What follows belongs to an exercise in optimizing a design on an open flow for small area; a production flow would make more cautious choices.
The RTL was checked by simulation tests, not by an equivalence proof against the original design.

==> 04-01 <==
==> flow/design.v (excerpt) <==
module aq_ifu_ibuf_queue #(
  parameter int DEPTH   = 16,
  parameter int CRT_NUM = 3,
  parameter int RET_NUM = 2,
  parameter int HINFO_W = 22,
  localparam int PTR_W  = $clog2(DEPTH),
  localparam int CNT_W  = $clog2(DEPTH+1)
) (
  input  logic                         forever_cpuclk,
  input  logic                         cpurst_b,
  input  logic                         ibuf_flush_en,
  input  logic [CRT_NUM-1:0]           ibuf_create_vld,
  input  logic [16*CRT_NUM-1:0]        ibuf_create_inst,
  input  logic [2*CRT_NUM-1:0]         ibuf_create_pred_taken,
  input  logic [HINFO_W*CRT_NUM-1:0]   ibuf_create_halt_info,
  input  logic [CRT_NUM-1:0]           ibuf_create_acc_err,
  input  logic [CRT_NUM-1:0]           ibuf_create_pgflt,
  output logic                         ibuf_create_rdy,
  input  logic [RET_NUM-1:0]           ibuf_retire_en,
  output logic [RET_NUM-1:0]           ibuf_head_vld,
  output logic [16*RET_NUM-1:0]        ibuf_head_inst,
  output logic [2*RET_NUM-1:0]         ibuf_head_pred_taken,
  output logic [HINFO_W*RET_NUM-1:0]   ibuf_head_halt_info,
  output logic [RET_NUM-1:0]           ibuf_head_acc_err,
  output logic [RET_NUM-1:0]           ibuf_head_pgflt,
  output logic [CNT_W-1:0]             ibuf_entry_cnt
);
==> module aq_ifu_ibuf_queue, before the edit <==
module aq_ifu_ibuf_queue #(
  parameter int DEPTH   = 16,
  parameter int CRT_NUM = 3,
  parameter int RET_NUM = 2,
  parameter int HINFO_W = 22,
  localparam int PTR_W  = $clog2(DEPTH),
  localparam int CNT_W  = $clog2(DEPTH+1)
) (
  input  logic                         forever_cpuclk,
  input  logic                         cpurst_b,
  input  logic                         ibuf_flush_en,
  input  logic [CRT_NUM-1:0]           ibuf_create_vld,
  input  logic [16*CRT_NUM-1:0]        ibuf_create_inst,
  input  logic [2*CRT_NUM-1:0]         ibuf_create_pred_taken,
  input  logic [HINFO_W*CRT_NUM-1:0]   ibuf_create_halt_info,
  input  logic [CRT_NUM-1:0]           ibuf_create_acc_err,
  input  logic [CRT_NUM-1:0]           ibuf_create_pgflt,
  output logic                         ibuf_create_rdy,
  input  logic [RET_NUM-1:0]           ibuf_retire_en,
  output logic [RET_NUM-1:0]           ibuf_head_vld,
  output logic [16*RET_NUM-1:0]        ibuf_head_inst,
  output logic [2*RET_NUM-1:0]         ibuf_head_pred_taken,
  output logic [HINFO_W*RET_NUM-1:0]   ibuf_head_halt_info,
  output logic [RET_NUM-1:0]           ibuf_head_acc_err,
  output logic [RET_NUM-1:0]           ibuf_head_pgflt,
  output logic [CNT_W-1:0]             ibuf_entry_cnt
);
  localparam int W = 16 + 2 + HINFO_W + 2;    
  logic [3:0] r_rptr, w_wptr;
  logic [4:0] r_cnt;
  logic [15:0][W-1:0] r_ent;
  logic [2:0][W-1:0] w_cdat;
  for (genvar k = 0; k < 3; k++) begin : g_cdat
    assign w_cdat[k] = {ibuf_create_pgflt[k], ibuf_create_acc_err[k],
                        ibuf_create_halt_info[HINFO_W*k +: HINFO_W],
                        ibuf_create_pred_taken[2*k +: 2],
                        ibuf_create_inst[16*k +: 16]};
  end
  logic w_rdy;
  assign w_rdy           = (r_cnt <= 5'd13);
  assign ibuf_create_rdy = w_rdy;
  assign ibuf_entry_cnt  = r_cnt;
  assign ibuf_head_vld[0] = (r_cnt != 5'd0);
  assign ibuf_head_vld[1] = (r_cnt[4:1] != 4'd0);
  logic w_acc, w_c1, w_c2, w_c3;
  assign w_acc = w_rdy & ~ibuf_flush_en;
  assign w_c1  = w_acc & ibuf_create_vld[0];
  assign w_c2  = w_c1 & ibuf_create_vld[1];
  assign w_c3  = w_c2 & ibuf_create_vld[2];
  logic [1:0] w_ccnt;
  assign w_ccnt = {w_c2, w_c1 & ~w_c2 | w_c3};
  logic w_r1, w_r2;
  assign w_r1 = ibuf_retire_en[0] & ibuf_head_vld[0];
  assign w_r2 = ibuf_retire_en[0] & ibuf_retire_en[1] & ibuf_head_vld[1];
  logic [1:0] w_rcnt;
  assign w_rcnt = {w_r2, w_r1 & ~w_r2};
  logic [2:0] w_delta;
  assign w_delta = {1'b0, w_ccnt} - {1'b0, w_rcnt};
  always_ff @(posedge forever_cpuclk or negedge cpurst_b) begin
    if (!cpurst_b) begin
      r_rptr <= '0;
      r_cnt  <= '0;
    end else if (ibuf_flush_en) begin
      r_rptr <= '0;
      r_cnt  <= '0;
    end else begin
      r_rptr <= r_rptr + {2'b0, w_rcnt};
      r_cnt  <= r_cnt + {{2{w_delta[2]}}, w_delta};
    end
  end
  assign w_wptr = r_rptr + r_cnt[3:0];
  logic [3:0][W-1:0] w_bdat;
  logic [3:0]        w_bwe, w_breach;
  logic [3:0][1:0]   w_bslot;
  for (genvar b = 0; b < 4; b++) begin : g_bank
    logic [1:0] sel;
    assign sel = 2'(b) - w_wptr[1:0];
    assign w_bdat[b] = ~(({W{sel == 2'd0}} & w_cdat[0])
                       | ({W{sel == 2'd1}} & w_cdat[1])
                       | ({W{sel == 2'd2}} & w_cdat[2]));
    assign w_bwe[b]  = (sel == 2'd0) & w_c1
                     | (sel == 2'd1) & w_c2
                     | (sel == 2'd2) & w_c3;
    assign w_bslot[b] = w_wptr[3:2] + {1'b0, (2'(b) < w_wptr[1:0])};
    assign w_breach[b] = w_rdy & (sel != 2'd3);
  end
  logic [15:0] w_we, w_hold;
  for (genvar e = 0; e < 16; e++) begin : g_we
    logic hit;
    assign hit       = (w_bslot[e % 4] == 2'(e / 4));
    assign w_we[e]   = w_bwe[e % 4] & hit;
    assign w_hold[e] = ~(w_breach[e % 4] & hit);
  end
  always_ff @(posedge forever_cpuclk) begin
    for (int e = 0; e < 16; e++) begin
      r_ent[e] <= ({W{w_we[e]}} & w_bdat[e % 4]) | ({W{w_hold[e]}} & r_ent[e]);
    end
  end
  logic [2:0] w_eidx, w_oidx;
  assign w_oidx = r_rptr[3:1];
  assign w_eidx = r_rptr[3:1] + {2'b0, r_rptr[0]};
  logic [W-1:0] w_even, w_odd;
  always_comb begin
    w_even = '0;
    w_odd  = '0;
    for (int j = 0; j < 8; j++) begin
      w_even |= {W{w_eidx == 3'(j)}} & r_ent[2*j];
      w_odd  |= {W{w_oidx == 3'(j)}} & r_ent[2*j+1];
    end
  end
  logic [1:0][W-1:0] w_head;
  assign w_head[0] = ~(r_rptr[0] ? w_odd  : w_even);
  assign w_head[1] = ~(r_rptr[0] ? w_even : w_odd);
  for (genvar i = 0; i < 2; i++) begin : g_head
    assign ibuf_head_inst[16*i +: 16]                = w_head[i][15:0];
    assign ibuf_head_pred_taken[2*i +: 2]            = w_head[i][17:16];
    assign ibuf_head_halt_info[HINFO_W*i +: HINFO_W] = w_head[i][18 +: HINFO_W];
    assign ibuf_head_acc_err[i]                      = w_head[i][W-2];
    assign ibuf_head_pgflt[i]                        = w_head[i][W-1];
  end
endmodule
==> flow/config.mk <==
export PLATFORM = sky130hd
export DESIGN_NAME = aq_ifu_ibuf_queue
export DESIGN_NICKNAME = aq_ifu_ibuf_queue
export VERILOG_FILES = /design/flow/design.v
export SDC_FILE = /design/flow/constraint.sdc
export NUM_CORES = 4
export LEC_CHECK = 0
export CAP_MARGIN = 25
export CORE_MARGIN = 2
export CORE_UTILIZATION = 80
export PLACE_DENSITY = 0.9
export SLEW_MARGIN = 25
==> flow/constraint.sdc <==
create_clock -name core_clock -period 6.0 [get_ports {forever_cpuclk}]
set_input_delay 1.2000 -clock core_clock [delete_from_list [all_inputs] [get_ports {forever_cpuclk}]]
set_output_delay 1.2000 -clock core_clock [all_outputs]
set_load 0.01 [all_outputs]
standard.sh (not shown) runs the stock make flow with config.mk's settings and CLKGATE_MAP_FILE= SYNTH_SCRIPT=/design/flow/synth_recipe.tcl, a recipe that flattens the netlist after the stock synthesis.
==> flow/flow/run.sh <==
#!/bin/bash
# Own layout flow: the standard ORFS flow, except for the ABC step of
# synthesis. Registers and everything before ABC are exactly the standard
# synthesis. ABC then runs twice:
#  1. on the load/hold select logic in front of each payload flip-flop
#     (the cells within three levels of a dfxtp D pin), with a cell
#     library restricted so that it maps to and-or cells (flow/abc_ff.script);
#  2. on the rest of the logic, with an area-oriented script
#     (flow/abc_area.script).
# Extra ORFS make variables come from flow/make_vars.txt.
set -euo pipefail
W=$PWD
F=$W/flow
cat > $W/my_synth.tcl <<EOF
proc abc {args} {
  set i [lsearch -exact \$args -script]
  set a1 \$args
  set a2 \$args
  lset a1 [expr {\$i + 1}] $F/abc_ff.script
  lset a2 [expr {\$i + 1}] $F/abc_area.script
  foreach p {*o22ai* *o21ai* *o2bb2* *a2bb2* *mux2* *o22a_* *a22oi* *o211* *a211* *o221* *a221*} {
    lappend a1 -dont_use \$p
  }
  yosys select -set ffd t:sky130_fd_sc_hd__dfxtp_1 %ci1:+sky130_fd_sc_hd__dfxtp_1\[D\] %ci3 t:\\\$_* %i
  yosys abc {*}\$a1 @ffd
  yosys abc {*}\$a2
}
source $W/synth_recipe.tcl
EOF
EXTRA=()
[[ -f $F/make_vars.txt ]] && mapfile -t EXTRA < <(grep -v '^#' $F/make_vars.txt | grep -v '^$')
make -C $FLOW_HOME DESIGN_CONFIG=$FLOW_CONFIG WORK_HOME=$W/orfs CLKGATE_MAP_FILE= \
  SYNTH_SCRIPT=$W/my_synth.tcl "${EXTRA[@]}" finish > $W/make_finish.log 2>&1
R=$W/orfs/results/$FLOW_PLATFORM/aq_ifu_ibuf_queue/base
: # left out here: write the final layout as DEF
==> flow/flow/abc_area.script <==
strash
dch
amap -F 1000
topo
==> flow/flow/abc_ff.script <==
strash
&get -n
&nf -a
&put
==> flow/flow/make_vars.txt <==
# extra ORFS make variables, one per line
BUFFER_PORTS_ARGS=-buffer_cell sky130_fd_sc_hd__buf_1
CTS_ARGS=-sink_clustering_enable -repair_clock_nets -dont_use_dummy_load -buf_list {sky130_fd_sc_hd__clkbuf_8 sky130_fd_sc_hd__clkbuf_16} -root_buf sky130_fd_sc_hd__clkbuf_16 -tree_buf sky130_fd_sc_hd__clkbuf_16 -sink_clustering_buffer sky130_fd_sc_hd__clkbuf_8 -sink_clustering_size 16 -sink_clustering_max_diameter 45
ADDER_MAP_FILE=
==> 05-26 (differences from 04-01) <==
==> flow/flow/make_vars.txt (replaced) <==
# extra ORFS make variables, one per line
BUFFER_PORTS_ARGS=-buffer_cell sky130_fd_sc_hd__buf_1
CTS_ARGS=-sink_clustering_enable -repair_clock_nets -dont_use_dummy_load -buf_list {sky130_fd_sc_hd__clkbuf_4 sky130_fd_sc_hd__clkbuf_16} -root_buf sky130_fd_sc_hd__clkbuf_16 -tree_buf sky130_fd_sc_hd__clkbuf_16 -sink_clustering_buffer sky130_fd_sc_hd__clkbuf_4 -sink_clustering_size 10 -sink_clustering_max_diameter 40
ADDER_MAP_FILE=
- CORE_UTILIZATION: 80 -> 65
- PLACE_DENSITY: 0.9 -> 0.75
==> 07-28 (differences from 04-01) <==
--- a/flow/design.v
+++ b/flow/design.v
@@ -28,3 +28,3 @@
   localparam int W = 16 + 2 + HINFO_W + 2;    
-  logic [3:0] r_rptr, w_wptr;
+  logic [3:0] r_wptr, r_rptr;
   logic [4:0] r_cnt;
@@ -56,6 +56,5 @@
   assign w_rcnt = {w_r2, w_r1 & ~w_r2};
-  logic [2:0] w_delta;
-  assign w_delta = {1'b0, w_ccnt} - {1'b0, w_rcnt};
   always_ff @(posedge forever_cpuclk or negedge cpurst_b) begin
     if (!cpurst_b) begin
+      r_wptr <= '0;
       r_rptr <= '0;
@@ -63,2 +62,3 @@
     end else if (ibuf_flush_en) begin
+      r_wptr <= '0;
       r_rptr <= '0;
@@ -66,7 +66,7 @@
     end else begin
+      r_wptr <= r_wptr + {2'b0, w_ccnt};
       r_rptr <= r_rptr + {2'b0, w_rcnt};
-      r_cnt  <= r_cnt + {{2{w_delta[2]}}, w_delta};
+      r_cnt  <= r_cnt + {3'b0, w_ccnt} - {3'b0, w_rcnt};
     end
   end
-  assign w_wptr = r_rptr + r_cnt[3:0];
   logic [3:0][W-1:0] w_bdat;
@@ -76,3 +76,3 @@
     logic [1:0] sel;
-    assign sel = 2'(b) - w_wptr[1:0];
+    assign sel = 2'(b) - r_wptr[1:0];
     assign w_bdat[b] = ~(({W{sel == 2'd0}} & w_cdat[0])
@@ -83,3 +83,3 @@
                      | (sel == 2'd2) & w_c3;
-    assign w_bslot[b] = w_wptr[3:2] + {1'b0, (2'(b) < w_wptr[1:0])};
+    assign w_bslot[b] = r_wptr[3:2] + {1'b0, (2'(b) < r_wptr[1:0])};
     assign w_breach[b] = w_rdy & (sel != 2'd3);
==> flow/flow/abc_area.script (replaced) <==
strash
dch
amap
topo
==> flow/flow/make_vars.txt (replaced) <==
# extra ORFS make variables, one per line
BUFFER_PORTS_ARGS=-buffer_cell sky130_fd_sc_hd__buf_1
CTS_ARGS=-sink_clustering_enable -repair_clock_nets -dont_use_dummy_load -buf_list {sky130_fd_sc_hd__clkbuf_4 sky130_fd_sc_hd__clkbuf_8} -sink_clustering_size 16 -sink_clustering_max_diameter 45
- CAP_MARGIN: 25 -> 10
- CORE_UTILIZATION: 80 -> 65
- PLACE_DENSITY: 0.9 -> 0.75
- SLEW_MARGIN: 25 -> 10
==> out/qor.yml <==
dp_cells: 3047
grt_pass1_vias: 24638
outcome: "complete, no violations"
synth-seq-area-share: 0.5342
min_from: "r_ent[572]"
wl_per_cell_um: 32.41
pre_cts_ws_ns: 1.001
r2r_end: "r_ent[273]"
area_growth_pct: 12.52
syn-num-nets: 2362
The numbers above come from 05-26.

==> out/qor.yml <==
grt_pass1_vias: 25123
min_from: "r_ent[347]"
dp_cells: 3062
wl_per_cell_um: 32.20
syn-num-nets: 2396
outcome: "complete, no violations"
synth-seq-area-share: 0.5298
The numbers above come from 07-28.

==> out/qor.yml <==
dp_cells: 2917
synth-seq-area-share: 0.5342
synth_area_um2: 25600
area_growth_pct: 10.99
wl_per_cell_um: 34.02
min_from: "r_ent[286]"
r2r_end: "r_ent[108]"
top_power_group: "combinational logic"
outcome: "complete, no violations"
pre_cts_ws_ns: 1.132
The numbers above come from 04-01.

## static timing again, ports no longer ideal
The results above use ideal ports. As a check the final layouts listed here were re-extracted and re-timed, cells and wires unchanged.
Step 1 sets driving cells, clkbuf_16 on the clock port and buf_2 on the other inputs (assumed; they add their load-dependent delay and slew).
Step 2 moves the port delays by t, midway between the first and last clock arrival at a register: inputs arrive t later, outputs are due t later. That takes back most of the time a late clock gives input paths.
Three values: no drivers, after step 1, after step 2; two values: the first two.
| run | t, ns | setup WS [ns] | hold WS [ns] | latest minus earliest clock arrival (ns) |
|---|---|---|---|---|
| 04-01 | 0.617 | 0.434 / 0.376 / 0.646 | 0.477 / 0.477 / 0.477 | 0.056 / 0.057 |
| 05-26 | 0.630 | 0.248 / 0.189 / 0.727 | 0.477 / 0.477 / 0.477 | 0.071 / 0.070 |
| 07-28 | 0.770 | 0.358 / 0.298 / 1.068 | 0.475 / 0.475 / 0.475 | 0.104 / 0.104 |
After both steps every run listed still meets setup and hold.
